Source: an optimization exercise on an open RTL-to-GDS flow (aim: small area, a short achievable clock period and few clock cycles per item). Production flows keep margins and buffers that such runs may drop.
Function was not checked in any run shown here: the RTL went through the layout flow alone.
Power figures rest on the tool's default switching activity, not on a simulated workload.

## flow/config.mk

```make
export PLATFORM = sky130hd
export DESIGN_NAME = lmfe_top
export DESIGN_NICKNAME = lmfe_top
export VERILOG_FILES = /design/flow/design.v
export SDC_FILE = /design/flow/constraint.sdc
export NUM_CORES = 8
export LEC_CHECK = 0
export CAP_MARGIN = 20
export CELL_PAD_IN_SITES_DETAIL_PLACEMENT = 1
export CELL_PAD_IN_SITES_GLOBAL_PLACEMENT = 2
export CORE_MARGIN = 2
export CORE_UTILIZATION = 30
export PLACE_DENSITY = 0.45
export SLEW_MARGIN = 20
```

## flow/constraint.sdc

```tcl
create_clock -name core_clock -period 15.0 [get_ports {clk}]
set_input_delay 3.0000 -clock core_clock [delete_from_list [all_inputs] [get_ports {clk}]]
set_output_delay 3.0000 -clock core_clock [all_outputs]
set_load 0.01 [all_outputs]
```

## flow/design.v

```verilog
package lmfe_pkg;
    localparam int IMG_W      = 128;
    localparam int IMG_H      = 128;
    localparam int WIN        = 7;
    localparam int HALF       = 3;          
    localparam int MEDIAN_IDX = 24;         
    localparam int ROW_SLOTS  = 7;          
    localparam int FIFO_DEPTH = 4;          
    localparam int NEL        = WIN * WIN;  
    localparam int LAG_NEED   = HALF * IMG_W + HALF + 1;
    localparam int LAG_MAX    = (ROW_SLOTS - HALF) * IMG_W - HALF - 1;
    typedef logic [7:0] pixel_t;
    typedef logic [6:0] col_t;
    typedef logic [2:0] slot_t;
    typedef logic [9:0] lag_t;
endpackage
`timescale 1ns/1ps
module line_buffer (
    input  logic                clk,
    input  logic [6:0]          we,
    input  logic [7:0]          wpix,
    output logic [55:0]         rd           
);
    localparam int RB = lmfe_pkg::IMG_W * 8;
    for (genvar k = 0; k < lmfe_pkg::ROW_SLOTS; k++) begin : g_ring
        logic [RB-1:0] q;                    
        always_ff @(posedge clk) begin
            q <= {q[RB-9:0], (we[k] ? wpix : q[RB-1:RB-8])};
        end
        assign rd[8*k +: 8] = q[7:0];
    end
endmodule
`timescale 1ns/1ps
module row_loader (
    input  logic                clk,
    input  logic                reset,
    input  logic                in_en,
    input  lmfe_pkg::pixel_t    Din,
    input  logic                emit,        
    output logic                busy,
    output logic [6:0]          we,
    output logic [7:0]          wpix,
    output lmfe_pkg::col_t      ph,
    output lmfe_pkg::lag_t      lag          
);
    localparam int F  = lmfe_pkg::FIFO_DEPTH;
    localparam int AW = $clog2(F);
    logic [F*8-1:0] fifo;
    logic [AW-1:0]  rptr;
    logic [AW-1:0]  wptr;
    logic [AW:0]    cnt;
    logic [AW:0]    cnt_nxt;
    lmfe_pkg::col_t wcol;                    
    lmfe_pkg::slot_t wring;                  
    logic           take;
    logic           idle;
    logic           wr;
    assign take = in_en && !busy;
    assign idle = (lag == '0);
    assign wr   = (cnt != '0) && (idle || (ph == wcol))
               && (lag <= lmfe_pkg::lag_t'(lmfe_pkg::LAG_MAX));
    assign wpix = fifo[8*rptr +: 8];
    assign cnt_nxt = cnt + {{AW{1'b0}}, take} - {{AW{1'b0}}, wr};
    for (genvar k = 0; k < lmfe_pkg::ROW_SLOTS; k++) begin : g_we
        assign we[k] = wr && (wring == lmfe_pkg::slot_t'(k));
    end
    always_ff @(posedge clk) begin
        if (take) begin
            fifo[8*wptr +: 8] <= Din;
        end
    end
    always_ff @(posedge clk or posedge reset) begin
        if (reset) begin
            rptr  <= '0;
            wptr  <= '0;
            cnt   <= '0;
            busy  <= 1'b0;
            wcol  <= '0;
            wring <= '0;
            ph    <= '0;
            lag   <= '0;
        end else begin
            if (take) begin
                wptr <= wptr + 1'b1;
            end
            if (wr) begin
                rptr <= rptr + 1'b1;
                wcol <= wcol + 1'b1;
                if (wcol == lmfe_pkg::col_t'(lmfe_pkg::IMG_W - 1)) begin
                    wring <= (wring == lmfe_pkg::slot_t'(lmfe_pkg::ROW_SLOTS - 1)) ? '0 : wring + 1'b1;
                end
            end
            cnt  <= cnt_nxt;
            busy <= (cnt_nxt == (AW+1)'(F));
            ph   <= ((idle && cnt != '0) ? wcol : ph) + 1'b1;
            lag  <= lag + lmfe_pkg::lag_t'(wr) - lmfe_pkg::lag_t'(emit);
        end
    end
endmodule
`timescale 1ns/1ps
module window_scanner (
    input  logic                    clk,
    input  logic                    reset,
    input  lmfe_pkg::col_t          ph,
    input  lmfe_pkg::lag_t          lag,
    input  logic [55:0]             rd,
    output logic [55:0]             col_pix,    
    output logic                    emit,       
    output lmfe_pkg::col_t          rc
);
    lmfe_pkg::col_t  xp;                       
    lmfe_pkg::col_t  row;                      
    lmfe_pkg::slot_t top;                      
    logic            tail;
    logic [6:0]      vis;                      
    logic [6:0]      ring_on;
    assign rc   = ph - 1'b1;
    assign tail = (xp > lmfe_pkg::col_t'(lmfe_pkg::IMG_W - lmfe_pkg::HALF - 1));
    assign emit = tail ? (rc == xp - lmfe_pkg::col_t'(lmfe_pkg::IMG_W - lmfe_pkg::HALF))
                       : ((rc == xp + lmfe_pkg::col_t'(lmfe_pkg::HALF))
                          && ((row > lmfe_pkg::col_t'(lmfe_pkg::IMG_H - lmfe_pkg::HALF - 1))
                              || (lag >= lmfe_pkg::lag_t'(lmfe_pkg::LAG_NEED))));
    always_comb begin
        for (int j = 0; j < lmfe_pkg::WIN; j++) begin
            vis[j] = (int'(row) + j >= lmfe_pkg::HALF) && (int'(row) + j <= lmfe_pkg::IMG_H - 1 + lmfe_pkg::HALF);
        end
        for (int k = 0; k < lmfe_pkg::ROW_SLOTS; k++) begin
            ring_on[k] = 1'b0;
            for (int j = 0; j < lmfe_pkg::WIN; j++) begin
                if (((int'(top) + j) % lmfe_pkg::ROW_SLOTS) == k) begin
                    ring_on[k] = vis[j];
                end
            end
        end
    end
    for (genvar k = 0; k < lmfe_pkg::ROW_SLOTS; k++) begin : g_mask
        assign col_pix[8*k +: 8] = rd[8*k +: 8] & {8{ring_on[k]}};
    end
    always_ff @(posedge clk or posedge reset) begin
        if (reset) begin
            xp  <= '0;
            row <= '0;
            top <= lmfe_pkg::slot_t'(lmfe_pkg::ROW_SLOTS - lmfe_pkg::HALF);
        end else if (emit) begin
            xp <= xp + 1'b1;
            if (xp == lmfe_pkg::col_t'(lmfe_pkg::IMG_W - lmfe_pkg::HALF - 1)) begin
                row <= row + 1'b1;
                top <= (top == lmfe_pkg::slot_t'(lmfe_pkg::ROW_SLOTS - 1)) ? '0 : top + 1'b1;
            end
        end
    end
endmodule
`timescale 1ns/1ps
module median_rank49 (
    input  logic                    clk,
    input  logic                    reset,
    input  logic [55:0]             col_pix,    
    input  logic                    emit,
    input  lmfe_pkg::col_t          rc,
    output lmfe_pkg::pixel_t        Dout,
    output logic                    out_valid
);
    localparam int W  = lmfe_pkg::WIN;
    localparam int NE = lmfe_pkg::NEL;
    localparam int NS = 8;
    localparam int NX = W + NS - 1;            
    localparam int CB = 8 * W;                 
    logic [NX*CB-1:0]          x;              
    lmfe_pkg::col_t            rc_q;
    logic                      v0;
    logic [NS*NE-1:0]          eq_q;           
    logic [NS*5-1:0]           t_q;
    logic [NS*8-1:0]           m_q;
    logic [NS-1:0]             v_q;
    logic [NS*NE-1:0]          eq_in;
    logic [NS*5-1:0]           t_in;
    logic [NS*8-1:0]           m_in;
    logic [NS-1:0]             v_in;
    logic [NS*NE-1:0]          d;
    logic [NS*NE-1:0]          a;
    logic [NS*NE-1:0]          eq_out;
    logic [NS*W*3-1:0]         cc;
    logic [NS*6-1:0]           s;
    logic [NS-1:0]             m;
    logic [W-1:0]              colv;           
    always_comb begin
        for (int j = 0; j < W; j++) begin
            colv[j] = (rc_q >= lmfe_pkg::col_t'(lmfe_pkg::HALF)) ? (rc_q >= lmfe_pkg::col_t'(j))
                                                                  : (rc_q < lmfe_pkg::col_t'(j));
        end
        for (int k = 0; k < NS; k++) begin
            if (k == 0) begin
                for (int e = 0; e < NE; e++) eq_in[e] = colv[e / W];
                t_in[4:0] = 5'(lmfe_pkg::MEDIAN_IDX + 1);
                m_in[7:0] = '0;
                v_in[0]   = v0;
            end else begin
                eq_in[NE*k +: NE] = eq_q[NE*(k-1) +: NE];
                t_in[5*k +: 5]    = t_q[5*(k-1) +: 5];
                m_in[8*k +: 8]    = m_q[8*(k-1) +: 8];
                v_in[k]           = v_q[k-1];
            end
            for (int j = 0; j < W; j++) begin
                for (int i = 0; i < W; i++) begin
                    d[NE*k + W*j + i] = x[CB*(k+j) + 8*i + 7 - k];
                end
            end
            a[NE*k +: NE] = eq_in[NE*k +: NE] & d[NE*k +: NE];
            for (int j = 0; j < W; j++) begin
                cc[3*(W*k+j) +: 3] = 3'(a[NE*k+W*j+0]) + 3'(a[NE*k+W*j+1]) + 3'(a[NE*k+W*j+2])
                                   + 3'(a[NE*k+W*j+3]) + 3'(a[NE*k+W*j+4]) + 3'(a[NE*k+W*j+5])
                                   + 3'(a[NE*k+W*j+6]);
            end
            s[6*k +: 6] = ((6'(cc[3*(W*k+0) +: 3]) + 6'(cc[3*(W*k+1) +: 3]))
                         + (6'(cc[3*(W*k+2) +: 3]) + 6'(cc[3*(W*k+3) +: 3])))
                        + ((6'(cc[3*(W*k+4) +: 3]) + 6'(cc[3*(W*k+5) +: 3]))
                         + 6'(cc[3*(W*k+6) +: 3]));
            m[k] = (s[6*k +: 6] >= {1'b0, t_in[5*k +: 5]});
            eq_out[NE*k +: NE] = m[k] ? a[NE*k +: NE] : (eq_in[NE*k +: NE] & ~d[NE*k +: NE]);
        end
    end
    always_ff @(posedge clk) begin
        x    <= {x[(NX-1)*CB-1:0], col_pix};
        rc_q <= rc;
        for (int k = 0; k < NS; k++) begin
            eq_q[NE*k +: NE] <= eq_out[NE*k +: NE];
            t_q[5*k +: 5]    <= m[k] ? t_in[5*k +: 5] : (t_in[5*k +: 5] - s[6*k +: 5]);
            m_q[8*k +: 8]    <= m_in[8*k +: 8] | (8'(m[k]) << (7 - k));
        end
        Dout <= m_in[8*(NS-1) +: 8] | 8'(m[NS-1]);
    end
    always_ff @(posedge clk or posedge reset) begin
        if (reset) begin
            v0        <= 1'b0;
            v_q       <= '0;
            out_valid <= 1'b0;
        end else begin
            v0        <= emit;
            v_q       <= v_in;
            out_valid <= v_in[NS-1];
        end
    end
endmodule
`timescale 1ns/1ps
module lmfe_top (
    input  logic             clk,
    input  logic             reset,
    input  logic             in_en,
    input  lmfe_pkg::pixel_t Din,
    output logic             busy,
    output logic             out_valid,
    output lmfe_pkg::pixel_t Dout
);
    logic [6:0]                we;
    logic [7:0]                wpix;
    lmfe_pkg::col_t            ph;
    lmfe_pkg::lag_t            lag;
    logic [55:0]               rd;
    logic [55:0]               col_pix;
    logic                      emit;
    lmfe_pkg::col_t            rc;
    row_loader i_loader (
        .clk   (clk),
        .reset (reset),
        .in_en (in_en),
        .Din   (Din),
        .emit  (emit),
        .busy  (busy),
        .we    (we),
        .wpix  (wpix),
        .ph    (ph),
        .lag   (lag)
    );
    line_buffer i_lbuf (
        .clk  (clk),
        .we   (we),
        .wpix (wpix),
        .rd   (rd)
    );
    window_scanner i_scan (
        .clk     (clk),
        .reset   (reset),
        .ph      (ph),
        .lag     (lag),
        .rd      (rd),
        .col_pix (col_pix),
        .emit    (emit),
        .rc      (rc)
    );
    median_rank49 i_rank (
        .clk       (clk),
        .reset     (reset),
        .col_pix   (col_pix),
        .emit      (emit),
        .rc        (rc),
        .Dout      (Dout),
        .out_valid (out_valid)
    );
endmodule
```

## flow/run.sh

```bash
#!/bin/bash
# synth_recipe.tcl (not shown) runs the flow's synth.tcl, then flattens the netlist and writes it again
# the make line also repeats each setting of config.mk as NAME=value (left out here)
make -C /OpenROAD-flow-scripts/flow DESIGN_CONFIG=/design/flow/config.mk WORK_HOME=/design/flow/orfs CLKGATE_MAP_FILE= SYNTH_SCRIPT=/design/flow/synth_recipe.tcl finish
```

==> results of run 1 <==
routing by layer:
metal / global-route usage (%) / wire length (um) / vias up
li1: - / - / 38064
met1: 13.6 / 156000 / 36912
met2: 14.2 / 130000 / 1053
met3: 2.04 / 13300 / 782
met4: 3.55 / 10900 / 0
met5: 0 / 0 / -
flip-flops by register name (all words and copies together) (netlist names), 2 cells and up:
register / flops
i_loader.wring: 3
i_loader.fifo: 32
i_lbuf.g_ring.q: 7168
i_scan.row: 7
i_loader.cnt: 3
i_rank.m_q: 28
i_rank.Dout: 8
i_scan.xp: 7
i_loader.wcol: 7
i_loader.ph: 7
i_scan.top: 3
i_loader.rptr: 2
i_loader.wptr: 2
i_rank.eq_q: 343
i_loader.lag: 10
i_rank.x: 588
i_rank.rc_q: 7
i_rank.v_q: 7
i_rank.t_q: 35
final cells by class:
| class | instances | area [um2] |
|---|---|---|
| inverters | 427 | 1610 |
| fillers | 63840 | 409000 |
| repair buffers | 45 | 415 |
| well taps | 8584 | 10700 |
| clock buffers | 1170 | 23700 |
| multi-input cells | 2846 | 25100 |
| diodes | 10 | 25.0 |
| flip-flops and latches | 8270 | 166000 |
| clock inverters | 301 | 4250 |
power groups by stage:
stage	Sequential (uW)	Combinational (uW)	Clock [uW]
global route	22500	859	22400
detailed placement	23000	791	0
CTS	22500	793	21400
floorplan	22900	477	0
finish	22500	756	20500
global placement	23000	767	0
path summary, 6_finish.rpt:
| kind | slack, ns | endpoint | from | cells after the start |
|---|---|---|---|---|
| worst min-delay path | 0.24 | i_lbuf.g_ring[5].q[99] | i_lbuf.g_ring[5].q[91] | 0 |
| worst max register to register | 6.79 | i_rank.eq_q[18] | i_rank.rc_q[6] | 27 |
| worst max-delay path | 6.79 | i_rank.eq_q[18] | i_rank.rc_q[6] | 27 |
| max in group asynchronous | 11.95 | i_scan.top[0] | reset | 3 |
| min in group asynchronous | 2.46 | i_loader.wptr[1] | reset | 3 |
| worst min register to register | 0.24 | i_lbuf.g_ring[5].q[99] | i_lbuf.g_ring[5].q[91] | 0 |
synth_stat cells (9+ instances only):
cell type and number:
sky130_fd_sc_hd__dfxtp_1 8177, sky130_fd_sc_hd__and2_1 490, sky130_fd_sc_hd__inv_1 425, sky130_fd_sc_hd__ha_1 418, sky130_fd_sc_hd__xnor2_1 348, sky130_fd_sc_hd__nand2_1 334
sky130_fd_sc_hd__fa_1 257, sky130_fd_sc_hd__xor2_1 178, sky130_fd_sc_hd__nor2_1 102, sky130_fd_sc_hd__o21ai_0 102, sky130_fd_sc_hd__a21oi_1 94, sky130_fd_sc_hd__mux2_2 74
sky130_fd_sc_hd__a21o_1 66, sky130_fd_sc_hd__dfrtp_1 60, sky130_fd_sc_hd__clkbuf_1 47, sky130_fd_sc_hd__nor2b_1 44, sky130_fd_sc_hd__buf_1 40, sky130_fd_sc_hd__nand3_1 37
sky130_fd_sc_hd__nand2b_1 34, sky130_fd_sc_hd__edfxtp_1 32, sky130_fd_sc_hd__nor3_1 24, sky130_fd_sc_hd__mux2i_1 20, sky130_fd_sc_hd__nor3b_1 17, sky130_fd_sc_hd__a211oi_1 16
sky130_fd_sc_hd__nand4_1 15, sky130_fd_sc_hd__a31oi_1 12, sky130_fd_sc_hd__buf_2 10, sky130_fd_sc_hd__nor4_1 10, sky130_fd_sc_hd__o211ai_1 9
through the flow:
| step | instances | util (%) | setup WS [ns] |
|---|---|---|---|
| 3_3_place_gp | 20169 | 31.8 | 6.54 |
| 5_1_grt | 21644 | 36.2 | 6.36 |
| 2_1_floorplan | 11640 | - | 7.26 |
| 4_1_cts | 21643 | 36.2 | 6.67 |
| 3_5_place_dp | 20172 | 31.8 | 6.73 |
| 6_report | 21653 | 36.2 | 6.79 |
logic make-up (layout without fill, tap and decap cells):
kind of cell               Yosys count  count (layout)  synth area share [%]
DFF                               8270            8270                  86.0
and+or+nand+nor                   1161            1161                  3.23
adders and majority gates          675             675                  5.37
xor gates and xnor gates           528             528                  2.41
buffers and inverters              524            1943                  1.03
AOI/OAI and AO/OA                  379             379                  1.28
muxes                              103             103                 0.640
other                                0              10                     0
==> summary.md, run 1 <==
The relative slew slack is 29.2%. The mean number of vias per cell works out to 3.55. The number of cells upsized or downsized after cts came out at 0. In this run the cell area measured after placement is 204000 um2. The synthesis-to-finish area growth was 20.1%; the pin count of the biggest net entering global routing was 62.

The library cells used most frequently in the layout, excluding fill and tap cells, are 8177 x sky130_fd_sc_hd__dfxtp_1, 819 x sky130_fd_sc_hd__clkbuf_16, 490 x sky130_fd_sc_hd__and2_1. The post-CTS repair timing setup buffer count is 0. Final hold analysis gives a worst-case slack of 0.242 ns. The cell type with the highest occurrence count on the critical path is sky130_fd_sc_hd__fa_1. In the final design database the tool counted 13084 nets. The net switching fraction of the power was 20.5%; the area of the placeable core was 641000 um2. For this design the total switching power over the nets is 9000 uW. The largest driver fanout on the critical path was 36.

Data arrives at the worst endpoint at 9.17 ns. sky130_fd_sc_hd__dfxtp_1 takes more of the synthesized area than any other cell. The run gives 190 mm as the detailed placement HPWL. The dominant register cell in the synthesized netlist was sky130_fd_sc_hd__dfxtp_1.

Number of global-route vias before repair: 84433. For this run, the number of Yosys warnings is 4. The tools report the worst ir drop on vdd as 0.000110 V.

The count of nets left with antenna violations once routing finished came out at 0. The fmax came out at 122 MHz. TritonCTS built the clock tree. Total power for the finished layout comes to 43800 uW. The share of the synthesized area in the top cell type was 84.8%; the number of instances in the synthesized netlist was 11640.

The die is 806 um wide. For this run, the detailed router's first-pass iteration total came to 6. For the worst-skew pair, the clock arrives at the later sink with an insertion delay of 1.09 ns. Port buffering added 20 buffers. The number of nets in the synthesized netlist is 12326. The run gives 46.9% as the clock share of power. For this design, the CTS-stage hold fixing added 0 buffers.

Counting I/O delays and the setup requirement, the final critical path takes 8.21 ns. By startpoint and endpoint, the worst setup path is classified as reg -> reg. The clock passes through at most 4 buffers. The slowest stage of the critical path is the sky130_fd_sc_hd__or4_1 cell.

The final layout contains routed wiring with a total length of 310 mm. Broken down by cell family, the worst path's largest delay share belongs to adder cells. The synthesized netlist contains 91 unique library cells. Summing over every cut layer, the via total after detailed routing is 76811. STA classifies the critical path endpoint as a flip-flop. The tightest min-delay check is of the reg -> reg type. Leaving out fill and tap cells, the most frequent cell in the layout is sky130_fd_sc_hd__dfxtp_1. The final hold violation count is 0, and the number of antenna violations at the first check in global routing is 31. For this design the top-level I/O count stands at 21. The die covers 650000 um2.

The overall track demand over capacity in global routing is 9.52%, and the number of DRC markers in iteration 0 is 2463. The run gives 808 as the TritonCTS buffer count. The number of flip-flops and latches in the synthesized netlist was 8270; the peak per-stage delay on the critical path was 0.58 ns.

The tools report the number of maximum-capacitance violations as 0. Setup repair after global routing left no endpoint under its margin. Together, buffers and inverters on the worst path number 8. In this run the cell area of the synthesized design comes to 193000 um2. Each instance of the synthesized netlist takes up on average 16.6 um2.

Final routed DRC violation total: 0. The final non-filler cell area was 232000 um2; the clock-pin slew on the worst setup and hold paths was 0.06 ns. The H-tree was split into 6 levels. By area the synthesized netlist is led by sky130_fd_sc_hd__dfxtp_1 85%, sky130_fd_sc_hd__ha_1 2.7%, sky130_fd_sc_hd__fa_1 2.7%. The tools report the sequential element share of the synthesized area as 86.0%. The clock arrives with 0.0904 ns of skew. Y dimension of the die: 806 um. After layout, the worst path uses 54.7% of the clock period. For this configuration, the core starts out at a cell density of 30.1%. The floorplan has 294 rows. The average wire per standard cell was 14.3 um. The static leakage was 0.0949 uW; the cell-internal power was 34800 uW. Combinational fraction of design power: 1.7%. The run finished with no timing, DRC or antenna violations. The clock drives 8270 sinks.

Dividing total power by cell area gives a power density of 189 nW/um2. The cell sitting at the root of the clock tree is a sky130_fd_sc_hd__clkbuf_16. The global route total overflow is 0. For the final RePlAce weighted congestion, the log shows 0.701. Setup violations remaining at the end of the flow were counted as 0.

The run gives 0 as the final-report max-slew violation count. The first global-routing pass estimated 492 mm of wire. For this run, asynchronously set or reset flops after synthesis account for 0.738%. The fraction of final layout cells sized beyond drive strength 1 works out to 11.2%. The number of enable-type register cells in the synthesized netlist works out to 32. The required time of the worst setup path is 15.96 ns, and the pin slew with the least headroom to its limit is 1.06 ns. STA classifies the critical path startpoint as a flip-flop. Per report_power, the sequential group accounts for 51.4% of the total. The tools report the sum of negative setup slack as 0 ns.
==> run 2: changes to the inputs <==
==> flow/config.mk (replaced) <==
export PLATFORM = sky130hd
export DESIGN_NAME = lmfe_top
export DESIGN_NICKNAME = lmfe_top
export VERILOG_FILES = /design/flow/design.v
export SDC_FILE = /design/flow/constraint.sdc
export NUM_CORES = 8
export LEC_CHECK = 0
export CAP_MARGIN = 20
export CELL_PAD_IN_SITES_DETAIL_PLACEMENT = 0
export CELL_PAD_IN_SITES_GLOBAL_PLACEMENT = 1
export CORE_MARGIN = 2
export CORE_UTILIZATION = 50
export CTS_BUF_LIST = sky130_fd_sc_hd__clkbuf_8
export CTS_CLUSTER_SIZE = 24
export PLACE_DENSITY = 0.65
export SLEW_MARGIN = 20
==> summary.md, run 2 <==
The net switching fraction of the power was 20.4%. The clock-pin slew on the worst setup and hold paths was 0.06 ns; the share of the cycle needed by the critical path after routing was 58.2%. The tools report the critical path capture point type as a flip-flop. Across the run, the number of max-cap violations was 0. The areal power density over the cells is 181 nW/um2.

21 I/O pins were placed. Between clock sinks in the finished design, the worst skew comes to 0.115 ns. The starting utilization of the core area came out at 50.2%. The share of the Yosys chip area taken by registers is 86.0%. The final hold violation count was 0.

The first-pass iteration count of the detailed router came out at 4. The most frequent standard cell in the layout excluding fill and tap cells is sky130_fd_sc_hd__dfxtp_1. In the layout the commonest cells are 8177 x sky130_fd_sc_hd__dfxtp_1, 1561 x sky130_fd_sc_hd__clkbuf_8, 809 x sky130_fd_sc_hd__inv_1.

Time the worst path needs with I/O delays and setup: 8.73 ns. The number of flip-flops and latches in the synthesized netlist is 8270. Number of cells after detailed placement: 16645. For this run, the post-layout net count is 13531. For the number of DRC markers in iteration 0, the log shows 2904.

At the worst endpoint, the required time is 16.13 ns. Dividing the detail-routed wire length by the instance count gives 15.0 um. After synthesis, the mean cell area works out to 16.6 um2.

The worst register-to-register path has a setup slack of 6.27 ns. Setup total negative slack on the finished layout was measured at 0 ns. The number of flip-flops in the largest register is 7168. The die covers 391000 um2. The internal portion of the total power is 32300 uW. The signal arrival time at the worst endpoint was 9.86 ns; the detailed placement HPWL was 175 mm. Along the worst hold path, the cell count comes to 0. In the synthesized netlist, the cells that appear most often are 8177 x sky130_fd_sc_hd__dfxtp_1, 490 x sky130_fd_sc_hd__and2_1, 425 x sky130_fd_sc_hd__inv_1. In this run the cell area of the synthesized design comes to 193000 um2. The final layout contains routed wiring with a total length of 281 mm. The post-CTS repair timing setup buffer count came out at 0. sky130_fd_sc_hd__dfxtp_1 takes more of the synthesized area than any other cell. In the global route stage, overall resource usage came out at 14.8%. For the pin with the worst max-slew slack, the measured transition is 1.05 ns. From synthesis to final layout, the design area changed by 16.0%. The global-route wire length before repair was 449 mm. The tools report the clock sink total as 8270.

The die is 626 um tall. Global route total overflow: 0. The tools report the count of placed standard cells in the final layout, fillers left out as 18765. No sink is reached through more buffers than the 5 on the longest clock path. The worst ir drop on vdd came out at 0.000118 V. Critical path startpoint category: a flip-flop. Clock latency on the worst-skew pair, taken at its later pin, is 1.31 ns. Combinational fraction of design power: 1.7%.

In the final layout, the registers with the most flip-flops are i_lbuf.g_ring.q x7168, i_rank.x x588, i_rank.eq_q x343. The share of synthesized area in the top cell type comes to 84.8%. For this run, asynchronously set or reset flops after synthesis account for 0.738%. During synthesis, Yosys emitted a total of 4 warnings. The count of hold buffers inserted by post-cts repair was 0.

The run gives 42.8% as the clock share of power. Based on the critical path, the design can be clocked at up to 114 MHz. Hold is met by 0.258 ns. In this run the worst setup path begins at i_rank.rc_q[6]. Category of the most critical setup path: reg -> reg.

Cells with a size suffix above 1 make up 13.6% of the layout. Ranked by total cell area, the synthesized netlist is headed by sky130_fd_sc_hd__dfxtp_1 85%, sky130_fd_sc_hd__ha_1 2.7%, sky130_fd_sc_hd__fa_1 2.7%. In this run the horizontal extent of the chip is 626 um.

The cell count after synthesis came out at 11640. In this run the remaining antenna-violating nets after routing total 0. The number of placement rows was 228. Count of fill cells added during filler insertion: 29593. Once the clock tree was built, the resizer swapped 0 gates to a different size.

The logs give 78770 for the routed via count and 8290 uW for the reported net switching power. The area of the placeable core is 385000 um2. For this run, the leading register cell type out of synthesis is sky130_fd_sc_hd__dfxtp_1. Setup violations remaining at the end of the flow were counted as 0.

Pin count of the biggest net entering global routing: 60. Headroom to the max-slew limit came out at 29.5%. The mean number of vias per cell was 4.20.

In this run the most critical hold path is launched from i_lbuf.g_ring[6].q[767]. Sequential fraction of design power: 55.5%. The length in cells of the worst reg-to-reg path works out to 26. The run finished with no timing, DRC or antenna violations. The H-tree level count is 7, and the overall power after layout is 40600 uW. The endpoint identified for the worst register-to-register timing path is i_rank.eq_q[40]. Setup repair after global routing left no endpoint under its margin. The final-report max-slew violation count was 0; the number of port buffers was 20. The startpoint identified for the worst register-to-register timing path is i_rank.rc_q[6]. Ranked by flip-flop count, first place goes to i_lbuf.g_ring.q.

After detailed routing, the number of remaining DRC violations is 0. The congestion estimate from routability-driven global placement came to 0.798. Along the worst path, the maximum fanout reaches 52. The number of different library cells used by synthesis comes to 91. The run gives 1258 as the TritonCTS buffer count. The tightest min-delay check is of the reg -> reg type. The number of nets handed over by synthesis was 12326.

For this design the static power due to leakage is 0.0952 uW. TritonCTS built the clock tree. Number of antenna violations at the first check in global routing: 25. The most common cell in the synthesized netlist is sky130_fd_sc_hd__dfxtp_1. Worst hold endpoint: i_lbuf.g_ring[6].q[775]. The tools report the number of global-route vias before repair as 84898. Yosys mapped a number of flops with a built-in enable equal to 32.

Clock root buffer: sky130_fd_sc_hd__clkbuf_8.
==> run 2: kinds of logic (layout without fill, tap and decap cells) <==
family | Yosys count | after routing | share of synthesized area, %
compound gates | 379 | 379 | 1.28
xor+xnor | 528 | 528 | 2.41
fa+ha+maj | 675 | 675 | 5.37
buf+inv | 524 | 2569 | 1.03
flops | 8270 | 8270 | 86.0
mux | 103 | 103 | 0.640
other cells | 0 | 20 | 0
simple gates | 1161 | 1161 | 3.23
==> run 2: layout make-up <==
| cell class | instances | area [um2] | area share (%) |
|---|---|---|---|
| Clock buffer | 1561 | 21500 | 9.59 |
| Multi-Input combinational cell | 2846 | 25000 | 11.2 |
| Tap cell | 5060 | 6330 | 2.83 |
| Inverter | 427 | 1610 | 0.717 |
| Timing Repair Buffer | 42 | 365 | 0.163 |
| Clock inverter | 539 | 2910 | 1.30 |
| Sequential cell | 8270 | 166000 | 74.2 |
| Antenna cell | 20 | 50.0 | 0.0223 |
==> run 2: how the worst max path moves through the flow <==
stage / to / cells after the start
floorplan: i_rank.eq_q[0] / 27
global placement: i_rank.t_q[2] / 26
detailed placement: i_rank.eq_q[40] / 26
CTS: i_rank.eq_q[40] / 26
global route: i_rank.eq_q[40] / 26
finish: i_rank.eq_q[40] / 26
==> run 2: metal layers <==
metal / part of all wire, % / global-route usage [%] / up-vias
met2: 44 / 22.0 / 1374
li1: - / - / 39099
met1: 49 / 19.9 / 37573
met3: 4.0 / 4.11 / 722
met5: 0.0046 / 0 / -
met4: 3.0 / 7.32 / 2
==> run 2: per-stage QoR <==
step,worst slack (ns),cell area (um2),utilization (%)
after floorplan,7.26,193000,-
after global placement,6.14,200000,51.8
after detailed placement,6.28,200000,51.8
after CTS,6.22,224000,58.1
after global routing,5.65,224000,58.1
final,6.27,224000,58.2
==> run 2: power groups by stage <==
stage	Clock (uW)	Combinational, uW	Sequential (uW)
final	17300	691	22500
after CTS	18000	713	22500
after detailed placement	0	709	23000
after global placement	0	694	23000
after global routing	19000	776	22500
after floorplan	0	477	22900
==> run 2: worst max-delay path, cell delays in order, from the launching register on <==
cell and delay [ns]:
sky130_fd_sc_hd__dfxtp_1 0.31, sky130_fd_sc_hd__or4_1 0.56, sky130_fd_sc_hd__nor3b_2 0.84, sky130_fd_sc_hd__o21ai_0 0.47, sky130_fd_sc_hd__and2_1 0.30, sky130_fd_sc_hd__ha_1 0.27, sky130_fd_sc_hd__inv_1 0.05, sky130_fd_sc_hd__fa_1 0.50
sky130_fd_sc_hd__fa_1 0.55, sky130_fd_sc_hd__inv_1 0.05, sky130_fd_sc_hd__ha_1 0.20, sky130_fd_sc_hd__fa_1 0.50, sky130_fd_sc_hd__inv_1 0.06, sky130_fd_sc_hd__fa_1 0.50, sky130_fd_sc_hd__inv_1 0.06, sky130_fd_sc_hd__fa_1 0.49
sky130_fd_sc_hd__inv_1 0.06, sky130_fd_sc_hd__fa_1 0.53, sky130_fd_sc_hd__inv_1 0.04, sky130_fd_sc_hd__ha_1 0.22, sky130_fd_sc_hd__fa_1 0.41, sky130_fd_sc_hd__xnor2_1 0.33, sky130_fd_sc_hd__nor2_1 0.10, sky130_fd_sc_hd__a221o_2 0.36
sky130_fd_sc_hd__buf_4 0.34, sky130_fd_sc_hd__xor2_1 0.25, sky130_fd_sc_hd__nor2_1 0.16

-- static timing again, ports no longer ideal --
The flow's constraints put no driver on any port. The routed layouts listed below were extracted and timed again, unchanged, in two steps. Step 1: set_driving_cell puts a clkbuf_16 on clk and a buf_2 on each other input, an assumption about the parent block. Step 2, shift: input delay + t, output delay - t, t = (earliest + latest rising clock arrival at the registers) / 2. This alone moves slack from input paths to output paths. Slacks: no drivers / after step 1 / after step 2; pairs: no drivers / after step 1.
run | t (ns) | slack for setup (ns) | clock arrival spread, ns | worst data-port slew with drivers (ns)
run 1 | 1.171 | 6.792 / 6.792 / 6.792 | 0.100 / 0.100 | 0.27
run 2 | 1.354 | 6.265 / 6.265 / 6.265 | 0.140 / 0.140 | 0.24
After both steps setup and hold are still met in every run listed.
